This design comes from an exercise in tuning for small area, a short achievable clock period and few clock cycles per item on the open sky130 flow, not from production work. In this exercise RTL edits were held to simulation tests only and were not proved equivalent to the original. Power and IR drop assume default switching activity.

==> flow/design.v <==
`timescale 1ns / 1ps
package lz77_pkg;
  localparam int SEARCH_SIZE_DEF    = 256;
  localparam int LOOKAHEAD_SIZE_DEF = 16;
  localparam int SL_W  = 9;    
  localparam int ML_W  = 4;    
  localparam int OFF_W = 9;
  localparam int LEN_W = 4;
  localparam logic [SL_W-1:0] SEARCH_LIMIT_RST = 9'd5;
  localparam logic [ML_W-1:0] MATCH_LIMIT_RST  = 4'd15;
  localparam logic [1:0] CFG_SEARCH_LIMIT = 2'd0;
  localparam logic [1:0] CFG_MATCH_LIMIT  = 2'd1;
  localparam int ITEM_W = 9;
  localparam int TOK_W = OFF_W + LEN_W + 8 + 1 + 1;
endpackage
`timescale 1ns / 1ps
module lz77_front (
  input  logic              clk,
  input  logic              rst_n,
  input  logic              in_valid,
  output logic              in_ready,
  input  logic [lz77_pkg::ITEM_W-1:0] in_item,
  output logic              q_valid,
  input  logic              q_ready,
  output logic [lz77_pkg::ITEM_W-1:0] q_item
);
  logic [lz77_pkg::ITEM_W-1:0] mem_r [2];
  logic       wp_r, wp_nxt;
  logic       rp_r, rp_nxt;
  logic [1:0] cnt_r, cnt_nxt;
  logic       push, pop;
  assign in_ready = (cnt_r != 2'd2);
  assign q_valid  = (cnt_r != 2'd0);
  assign q_item   = mem_r[rp_r];
  assign push     = in_valid && in_ready;
  assign pop      = q_valid && q_ready;
  always_comb begin
    wp_nxt  = push ? ~wp_r : wp_r;
    rp_nxt  = pop ? ~rp_r : rp_r;
    cnt_nxt = cnt_r + {1'b0, push} - {1'b0, pop};
  end
  always_ff @(posedge clk) begin
    if (!rst_n) begin
      wp_r  <= 1'b0;
      rp_r  <= 1'b0;
      cnt_r <= 2'd0;
    end else begin
      wp_r  <= wp_nxt;
      rp_r  <= rp_nxt;
      cnt_r <= cnt_nxt;
    end
  end
  always_ff @(posedge clk) begin
    if (push) begin
      mem_r[wp_r] <= in_item;
    end
  end
endmodule
`timescale 1ns / 1ps
module lz77_engine #(
  parameter int SEARCH_SIZE    = lz77_pkg::SEARCH_SIZE_DEF,
  parameter int LOOKAHEAD_SIZE = lz77_pkg::LOOKAHEAD_SIZE_DEF
) (
  input  logic                        clk,
  input  logic                        rst_n,
  input  logic [lz77_pkg::SL_W-1:0]   search_limit,
  input  logic [lz77_pkg::ML_W-1:0]   match_limit,
  input  logic                        q_valid,
  output logic                        q_ready,
  input  logic [lz77_pkg::ITEM_W-1:0] q_item,
  output logic                        tok_valid,
  input  logic                        tok_ready,
  output logic [lz77_pkg::TOK_W-1:0]  tok
);
  localparam int SW  = (SEARCH_SIZE > 2) ? $clog2(SEARCH_SIZE) : 1;
  localparam int FW  = $clog2(SEARCH_SIZE + 1);
  localparam int WW  = (FW > lz77_pkg::SL_W) ? FW : lz77_pkg::SL_W;
  localparam int CW  = $clog2(LOOKAHEAD_SIZE + 1);
  localparam int PAW = (LOOKAHEAD_SIZE > 2) ? $clog2(LOOKAHEAD_SIZE) : 1;
  localparam int LW  = lz77_pkg::LEN_W;
  localparam int MMAX_I = (LOOKAHEAD_SIZE - 1 < 15) ? (LOOKAHEAD_SIZE - 1) : 15;
  localparam logic [LW-1:0] MMAX = LW'(MMAX_I);
  localparam logic [3:0] ST_IDLE  = 4'd0;
  localparam logic [3:0] ST_CHECK = 4'd1;
  localparam logic [3:0] ST_REF   = 4'd2;
  localparam logic [3:0] ST_CAND  = 4'd3;
  localparam logic [3:0] ST_CMP   = 4'd4;
  localparam logic [3:0] ST_NEXT  = 4'd5;
  localparam logic [3:0] ST_EMIT  = 4'd6;
  localparam logic [3:0] ST_SHIFT = 4'd7;
  logic [3:0]    st_r, st_nxt;
  logic [7:0]    pend_r [LOOKAHEAD_SIZE];
  logic [CW-1:0] cnt_r;
  logic          flush_r;
  logic [SW-1:0] head_r;
  logic [FW-1:0] fill_r;
  logic [FW-1:0] win_r, d_r, boff_r;
  logic [LW-1:0] lim_r, len_r, best_r;
  logic [CW-1:0] sh_r;
  logic [7:0]    ref_r, rd_q, hist_q;
  logic [7:0]    hist_mem [SEARCH_SIZE];
  logic [lz77_pkg::OFF_W-1:0] tok_off_r;
  logic [lz77_pkg::LEN_W-1:0] tok_len_r;
  logic [7:0]    tok_nb_r;
  logic          tok_has_r, tok_last_r;
  logic          tok_valid_r;
  logic [PAW-1:0] p_addr;
  logic [SW-1:0]  h_addr;
  logic [FW:0]    h_sum;
  logic [FW-1:0]  back;
  logic [WW-1:0]  s1, s_eff;
  logic [FW-1:0]  window;
  logic [LW-1:0]  em, lim;
  logic [7:0]     cand;
  logic           has;
  logic [CW-1:0]  used;
  logic           tok_free;
  assign q_ready   = (st_r == ST_IDLE);
  assign tok_valid = tok_valid_r;
  assign tok       = {tok_off_r, tok_len_r, tok_nb_r, tok_has_r, tok_last_r};
  assign tok_free  = !tok_valid_r || tok_ready;
  always_comb begin
    s1 = (search_limit == '0) ? WW'(1) : WW'(search_limit);
    s_eff = (s1 > WW'(SEARCH_SIZE)) ? WW'(SEARCH_SIZE) : s1;
    window = (s_eff > WW'(fill_r)) ? fill_r : FW'(s_eff);
    em = (match_limit == '0) ? LW'(1) : match_limit;
    if (em > MMAX) em = MMAX;
    lim = (CW'(em) > cnt_r) ? LW'(cnt_r) : em;
  end
  always_comb begin
    back  = d_r - FW'(len_r);
    h_sum = (FW+1)'(head_r) + (FW+1)'(SEARCH_SIZE) - (FW+1)'(back);
    if (h_sum >= (FW+1)'(SEARCH_SIZE)) h_sum = h_sum - (FW+1)'(SEARCH_SIZE);
    h_addr = SW'(h_sum);
  end
  always_comb begin
    case (st_r)
      ST_REF:  p_addr = PAW'(len_r);
      ST_CAND: p_addr = PAW'(len_r - LW'(d_r));
      default: p_addr = PAW'(best_r);
    endcase
  end
  assign cand = (FW'(len_r) < d_r) ? hist_q : rd_q;
  assign has  = (CW'(best_r) < cnt_r);
  assign used = CW'(best_r) + CW'(has);
  always_comb begin
    st_nxt = st_r;
    case (st_r)
      ST_IDLE:  if (q_valid) st_nxt = ST_CHECK;
      ST_CHECK: begin
        if (flush_r ? (cnt_r != '0) : (cnt_r >= CW'(em) + CW'(1))) begin
          st_nxt = (window == '0) ? ST_NEXT : ST_REF;
        end else begin
          st_nxt = ST_IDLE;
        end
      end
      ST_REF:   st_nxt = (len_r < lim_r) ? ST_CAND : ST_CMP;
      ST_CAND:  st_nxt = ST_CMP;
      ST_CMP:   begin
        if (len_r < lim_r && cand == ref_r && len_r + LW'(1) < lim_r) st_nxt = ST_REF;
        else if (d_r == win_r) st_nxt = ST_NEXT;
        else st_nxt = ST_REF;
      end
      ST_NEXT:  st_nxt = ST_EMIT;
      ST_EMIT:  if (tok_free) st_nxt = ST_SHIFT;
      ST_SHIFT: if (sh_r == CW'(1)) st_nxt = ST_CHECK;
      default:  st_nxt = ST_IDLE;
    endcase
  end
  always_ff @(posedge clk) begin
    if (!rst_n) begin
      st_r        <= ST_IDLE;
      cnt_r       <= '0;
      head_r      <= '0;
      fill_r      <= '0;
      flush_r     <= 1'b0;
      tok_valid_r <= 1'b0;
    end else begin
      st_r <= st_nxt;
      if (tok_valid_r && tok_ready && st_r != ST_EMIT) tok_valid_r <= 1'b0;
      case (st_r)
        ST_IDLE: begin
          if (q_valid) begin
            if (cnt_r < CW'(LOOKAHEAD_SIZE)) begin
              pend_r[PAW'(cnt_r)] <= q_item[7:0];
              cnt_r <= cnt_r + CW'(1);
            end
            flush_r <= q_item[8];
          end
        end
        ST_CHECK: begin
          win_r  <= window;
          lim_r  <= lim;
          d_r    <= FW'(1);
          len_r  <= '0;
          best_r <= '0;
          boff_r <= '0;
          if (flush_r && cnt_r == '0) begin
            head_r  <= '0;
            fill_r  <= '0;
            flush_r <= 1'b0;
          end
        end
        ST_CAND: begin
          ref_r <= rd_q;
        end
        ST_CMP: begin
          if (len_r < lim_r && cand == ref_r && len_r + LW'(1) < lim_r) begin
            len_r <= len_r + LW'(1);
          end else begin
            if (len_r < lim_r && cand == ref_r) begin
              if (len_r + LW'(1) > best_r) begin
                best_r <= len_r + LW'(1);
                boff_r <= d_r;
              end
            end else if (len_r > best_r) begin
              best_r <= len_r;
              boff_r <= d_r;
            end
            len_r <= '0;
            if (d_r != win_r) d_r <= d_r + FW'(1);
          end
        end
        ST_EMIT: begin
          if (tok_free) begin
            tok_valid_r        <= 1'b1;
            tok_off_r          <= lz77_pkg::OFF_W'(boff_r);
            tok_len_r          <= best_r;
            tok_nb_r           <= has ? rd_q : 8'd0;
            tok_has_r          <= has;
            tok_last_r         <= flush_r && (used == cnt_r);
            sh_r               <= used;
          end
        end
        ST_SHIFT: begin
          for (int i = 0; i < LOOKAHEAD_SIZE - 1; i++) pend_r[i] <= pend_r[i+1];
          cnt_r  <= cnt_r - CW'(1);
          sh_r   <= sh_r - CW'(1);
          head_r <= (head_r == SW'(SEARCH_SIZE - 1)) ? '0 : head_r + SW'(1);
          if (fill_r != FW'(SEARCH_SIZE)) fill_r <= fill_r + FW'(1);
        end
        default: ;
      endcase
    end
  end
  always_ff @(posedge clk) begin
    rd_q <= pend_r[p_addr];
    if (st_r == ST_SHIFT) begin
      hist_mem[head_r] <= pend_r[0];
    end
    hist_q <= hist_mem[h_addr];
  end
endmodule
`timescale 1ns / 1ps
module lz77_token_encoder_unit #(
  parameter int SEARCH_SIZE    = lz77_pkg::SEARCH_SIZE_DEF,
  parameter int LOOKAHEAD_SIZE = lz77_pkg::LOOKAHEAD_SIZE_DEF
) (
  input  logic        clk,
  input  logic        rst_n,
  input  logic        in_tvalid,
  output logic        in_tready,
  input  logic [7:0]  in_tdata,    
  input  logic        in_tlast,    
  output logic        out_tvalid,
  input  logic        out_tready,
  output logic [23:0] out_tdata,   
  output logic        out_tlast,   
  input  logic        cfg_valid,
  output logic        cfg_ready,
  input  logic [1:0]  cfg_index,
  input  logic [8:0]  cfg_data
);
  logic [lz77_pkg::SL_W-1:0] search_limit_r;
  logic [lz77_pkg::ML_W-1:0] match_limit_r;
  logic [lz77_pkg::ITEM_W-1:0] in_item, q_item;
  logic [lz77_pkg::TOK_W-1:0]  tok;
  logic q_valid, q_ready;
  assign cfg_ready = 1'b1;
  always_ff @(posedge clk) begin
    if (!rst_n) begin
      search_limit_r <= lz77_pkg::SEARCH_LIMIT_RST;
      match_limit_r  <= lz77_pkg::MATCH_LIMIT_RST;
    end else if (cfg_valid) begin
      case (cfg_index)
        lz77_pkg::CFG_SEARCH_LIMIT: search_limit_r <= cfg_data;
        lz77_pkg::CFG_MATCH_LIMIT:  match_limit_r  <= cfg_data[3:0];
        default: ;
      endcase
    end
  end
  assign in_item = {in_tlast, in_tdata};
  lz77_front u_front (
    .clk      (clk),
    .rst_n    (rst_n),
    .in_valid (in_tvalid),
    .in_ready (in_tready),
    .in_item  (in_item),
    .q_valid  (q_valid),
    .q_ready  (q_ready),
    .q_item   (q_item)
  );
  lz77_engine #(
    .SEARCH_SIZE    (SEARCH_SIZE),
    .LOOKAHEAD_SIZE (LOOKAHEAD_SIZE)
  ) u_engine (
    .clk          (clk),
    .rst_n        (rst_n),
    .search_limit (search_limit_r),
    .match_limit  (match_limit_r),
    .q_valid      (q_valid),
    .q_ready      (q_ready),
    .q_item       (q_item),
    .tok_valid    (out_tvalid),
    .tok_ready    (out_tready),
    .tok          (tok)
  );
  assign out_tdata = {2'b00, tok[1], tok[9:2], tok[13:10], tok[22:14]};
  assign out_tlast = tok[0];
endmodule
==> flow/run.sh <==
#!/bin/bash
# synth_recipe.tcl (not shown) runs the flow's synth.tcl, then flattens the netlist and writes it again
# the make line also repeats each setting of config.mk as NAME=value (left out here)
make -C /OpenROAD-flow-scripts/flow DESIGN_CONFIG=/design/flow/config.mk WORK_HOME=/design/flow/orfs CLKGATE_MAP_FILE= SYNTH_SCRIPT=/design/flow/synth_recipe.tcl finish
==> flow/config.mk <==
export PLATFORM = sky130hd
export DESIGN_NAME = lz77_token_encoder_unit
export DESIGN_NICKNAME = lz77_token_encoder_unit
export VERILOG_FILES = /design/flow/design.v
export SDC_FILE = /design/flow/constraint.sdc
export NUM_CORES = 4
export LEC_CHECK = 0
export CAP_MARGIN = 20
export CORE_MARGIN = 2
export CORE_UTILIZATION = 40
export SLEW_MARGIN = 20
==> flow/constraint.sdc <==
create_clock -name core_clock -period 6.0 [get_ports {clk}]
set_input_delay 1.2000 -clock core_clock [delete_from_list [all_inputs] [get_ports {clk}]]
set_output_delay 1.2000 -clock core_clock [all_outputs]
set_load 0.01 [all_outputs]
==> results_dict.tcl <==
set metrics [dict create \
    yosys.area_share.adder 0.00957 \
    tightest_slew_ps 1230 \
    synth_compound_area_frac 0.0426 \
    die_area_mm2 0.241 \
    crit_top_cell "inv_1" \
    cp-end-kind "flop" \
    cp_data_required_time_ps 6700 \
    die_h_um 491 \
    path_max_fanout 23 \
    finalPower_uw 48500 \
    post_cts_buffers 0 \
    grt_pass1_vias 49159 \
    fillCellCount 19966 \
    seqCellArea_mm2 0.0694 \
    clock_path_buffers 3 \
    num_vias 49724 \
    layout.cells.non_filler 8682 \
    path_clk_slew_ps 60 \
    maxCapViolations 0 \
    drive_above_1_share 0.198 \
    port_buffers 49 \
    max_slew_margin 0.181 \
    synthSimpleGateAreaFrac 0.0590 \
    async_flop_share 0 \
    p_leak_uw 0.0337 \
    path_cells "inv_1, ha_1, inv_1, fa_1, inv_1, fa_4, buf_12, buf_12, buf_4, mux4_2, and2_1, a221oi_1, a311oi_1, a311oi_1, o21bai_1, nor4b_2" \
    crit_path_start_kind "flop" \
    whs_ps 422 \
    synth_top_family_by_area "multiplexers" \
    vdd_drop_max_mv 0.352 \
    arrival_ps 6130 \
    final-setup-viol-count 0 \
    power_density_mw_per_mm2 453 \
    ys_seq_elements 2330 \
    ys_seq_area_frac 0.732 \
    max_freq_mhz 184 \
    rsz0062_at_grt "false" \
    cts_tree "yes" \
    critical_path_class "reg2reg" \
    post_drt_wl_per_cell_um 27.4 \
    slowest_delay_ps 870 \
    core-area_mm2 0.235 \
    htreeDepth 4 \
    multi_input_area_mm2 0.0237 \
    skew_ps 56.1 \
    start_util 0.402 \
    hold_violations 0 \
    fp-row-count 178 \
    die_w_um 491 \
    design_area_mm2 0.107 \
    drt_first_iter_violations 5608 \
    cts_made_buffers 226 \
    wirelength_um 238000 \
    outcome "no timing/DRC/antenna violations" \
    ant_nets 0 \
    hp-start "u_engine.boff_r[4]" \
    synth_mux_area_frac 0.130 \
    synth_edf_count 2269 \
    syn_avg_cell_area_um2 18.1 \
    cts_root_buf "clkbuf_16" \
    crit_slowest_cell "fa_4" \
    track_usage 0.195 \
    synthTopCellsByCount "edfxtp_1, nand2_1, mux4_2" \
    placedInstanceArea_mm2 0.0993 \
    ioPinCount 53 \
    synth_top_area_share 0.720 \
    r2r_start "u_engine.d_r[0]" \
    grt_pass1_wl_um 348000 \
    postSynthCellCount 5233 \
    grt_overflow 0 \
    synth_area_leaders "edfxtp_1, mux4_2, nand2_1" \
    vias_per_cell 5.73 \
    yosysTopAreaCell "edfxtp_1" \
    antenna_found_initial 6 \
    cts_resized 0 \
    gp_congestion 0.826 \
    final.min_clock_period_ps 5420 \
    drc 0 \
    synth_xor_area_frac 0.00646 \
    crit_path_start "u_engine.d_r[0]" \
    finalCritPeriodShare 0.904 \
    area_growth_syn_to_layout_pct 12.9 \
    yosys.cell_count.top_type "edfxtp_1" \
    maxSlewViolCount 0 \
    drt-pass1-iter-count 5 \
    grt_max_degree 213 \
    insertion_delay_ps 870 \
    fin_nets 5434 \
    holdBufCountCts 0 \
    dp.cells 8258 \
    yosys_warnings 3 \
    synthFlopType "edfxtp_1" \
    min_path_type "reg2reg" \
    hpwl_um 142000 \
    tns_ps 0 \
    syn_area_mm2 0.0947 \
    cts_sinks 2330 \
    synth_cell_types 77 \
]
==> final timing paths <==
kind	to	slack, ps	cells past startpoint
min	u_engine.tok_off_r[4]	420	0
max	u_engine.hist_q[6]	580	16
min reg2reg	u_engine.tok_off_r[4]	420	0
max reg2reg	u_engine.hist_q[6]	580	16
==> logic make-up after synthesis <==
| group | after synthesis |
|---|---|
| multiplexers | 581 |
| flip-flops | 2330 |
| adder cells (fa/ha/maj) | 70 |
| buffers and inverters | 390 |
| AND/OR/NAND/NOR | 1241 |
| other | 2 |
| AO/OA/AOI/OAI | 550 |
| XOR/XNOR | 69 |
==> routing by layer <==
metal / part of all wire / GRT usage
met4: 0.027 / 0.0566
met2: 0.46 / 0.299
met1: 0.43 / 0.285
met3: 0.076 / 0.0340
met5: 0 / 0
==> critical path: cells and delay by family, from the launching register on <==
kind	cells	cell delay, ps
and+or+nand+nor	2	390
AOI/OAI and AO/OA	4	1390
muxes	1	310
adders and majority gates	3	1630
buffers and inverters	6	1050
DFF	1	470
==> registers in the layout, summed over array words and instances (netlist names), 5 cells and up, named ones only <==
name                count
search_limit_r          9
u_engine.boff_r         9
u_engine.cnt_r          5
u_engine.d_r            9
u_engine.fill_r         9
u_engine.head_r         8
u_engine.hist_mem    2048
u_engine.hist_q         8
u_engine.pend_r       128
u_engine.rd_q           8
u_engine.ref_r          8
u_engine.sh_r           5
u_engine.tok_nb_r       8
u_engine.tok_off_r      9
u_engine.win_r          9
u_front.mem_r          18
==> where the power goes <==
part           switching, uW  internal (uW)
clock network           6180           8230
registers                289          18700
logic                   9480           5560
total                  15900          32500
==> through the flow <==
stage          utilization  setup WS [ps]
2_1_floorplan            -           1940
3_5_place_dp         0.422            654
3_3_place_gp         0.422            689
4_1_cts              0.454            609
5_1_grt              0.454            477
6_report             0.454            575
==> cells in the final DEF, fill, tap and decap left out, types with 20 or more instances in the layout <==
cell,instances
a211oi_1,39
a21oi_1,57
a221oi_1,47
a311oi_1,88
a31oi_1,33
and2_1,80
and3_1,67
buf_12,36
buf_4,126
bufinv_16,27
clkbuf_1,47
clkbuf_16,229
clkdlybuf4s50_1,49
clkinv_1,44
clkinv_2,40
dfxtp_1,61
edfxtp_1,2269
ha_1,65
inv_1,52
mux2_2,23
mux2i_1,38
mux4_2,520
nand2_1,525
nand2b_1,20
nand3_1,68
nand4_1,29
nor2_1,343
nor2b_1,26
o21a_1,129
o21ai_0,59
xnor2_1,44
xor2_1,20
==> layout make-up <==
cell class / count / share of cell area
antenna: 2 / 0.0000468
clock inverter: 138 / 0.0144
multi-input combinational: 2514 / 0.221
sequential: 2330 / 0.649
inverter: 53 / 0.00186
timing repair buffer: 214 / 0.0209
tap: 3150 / 0.0369
clock buffer: 281 / 0.0559
Testbench counts, summed over its fixed seeds: cycles 774,584, bytes 7,200.

==> afterwards: timing with drivers on the ports <==
The results above use ideal ports. As a check the final layout listed here was re-extracted and re-timed, cells and wires unchanged. Step 1 sets driving cells, clkbuf_16 on the clock port and buf_2 on the other inputs (assumed; they add their load-dependent delay and slew). Step 2, shift: input delay + t, output delay - t, t = (earliest + latest rising clock arrival at the registers) / 2. This alone moves slack from input paths to output paths. a / b / c = ideal / step 1 / step 2; a / b = the first two.
t (ns): 0.932
slack for setup (ns): 0.575 / 0.575 / 0.575
worst register clock-pin slew, ns: 0.07 / 0.07
After both steps this run still meets setup and hold. The setup slack of this run moves by 0.000 ns with the drivers and by 0.000 ns with both steps.
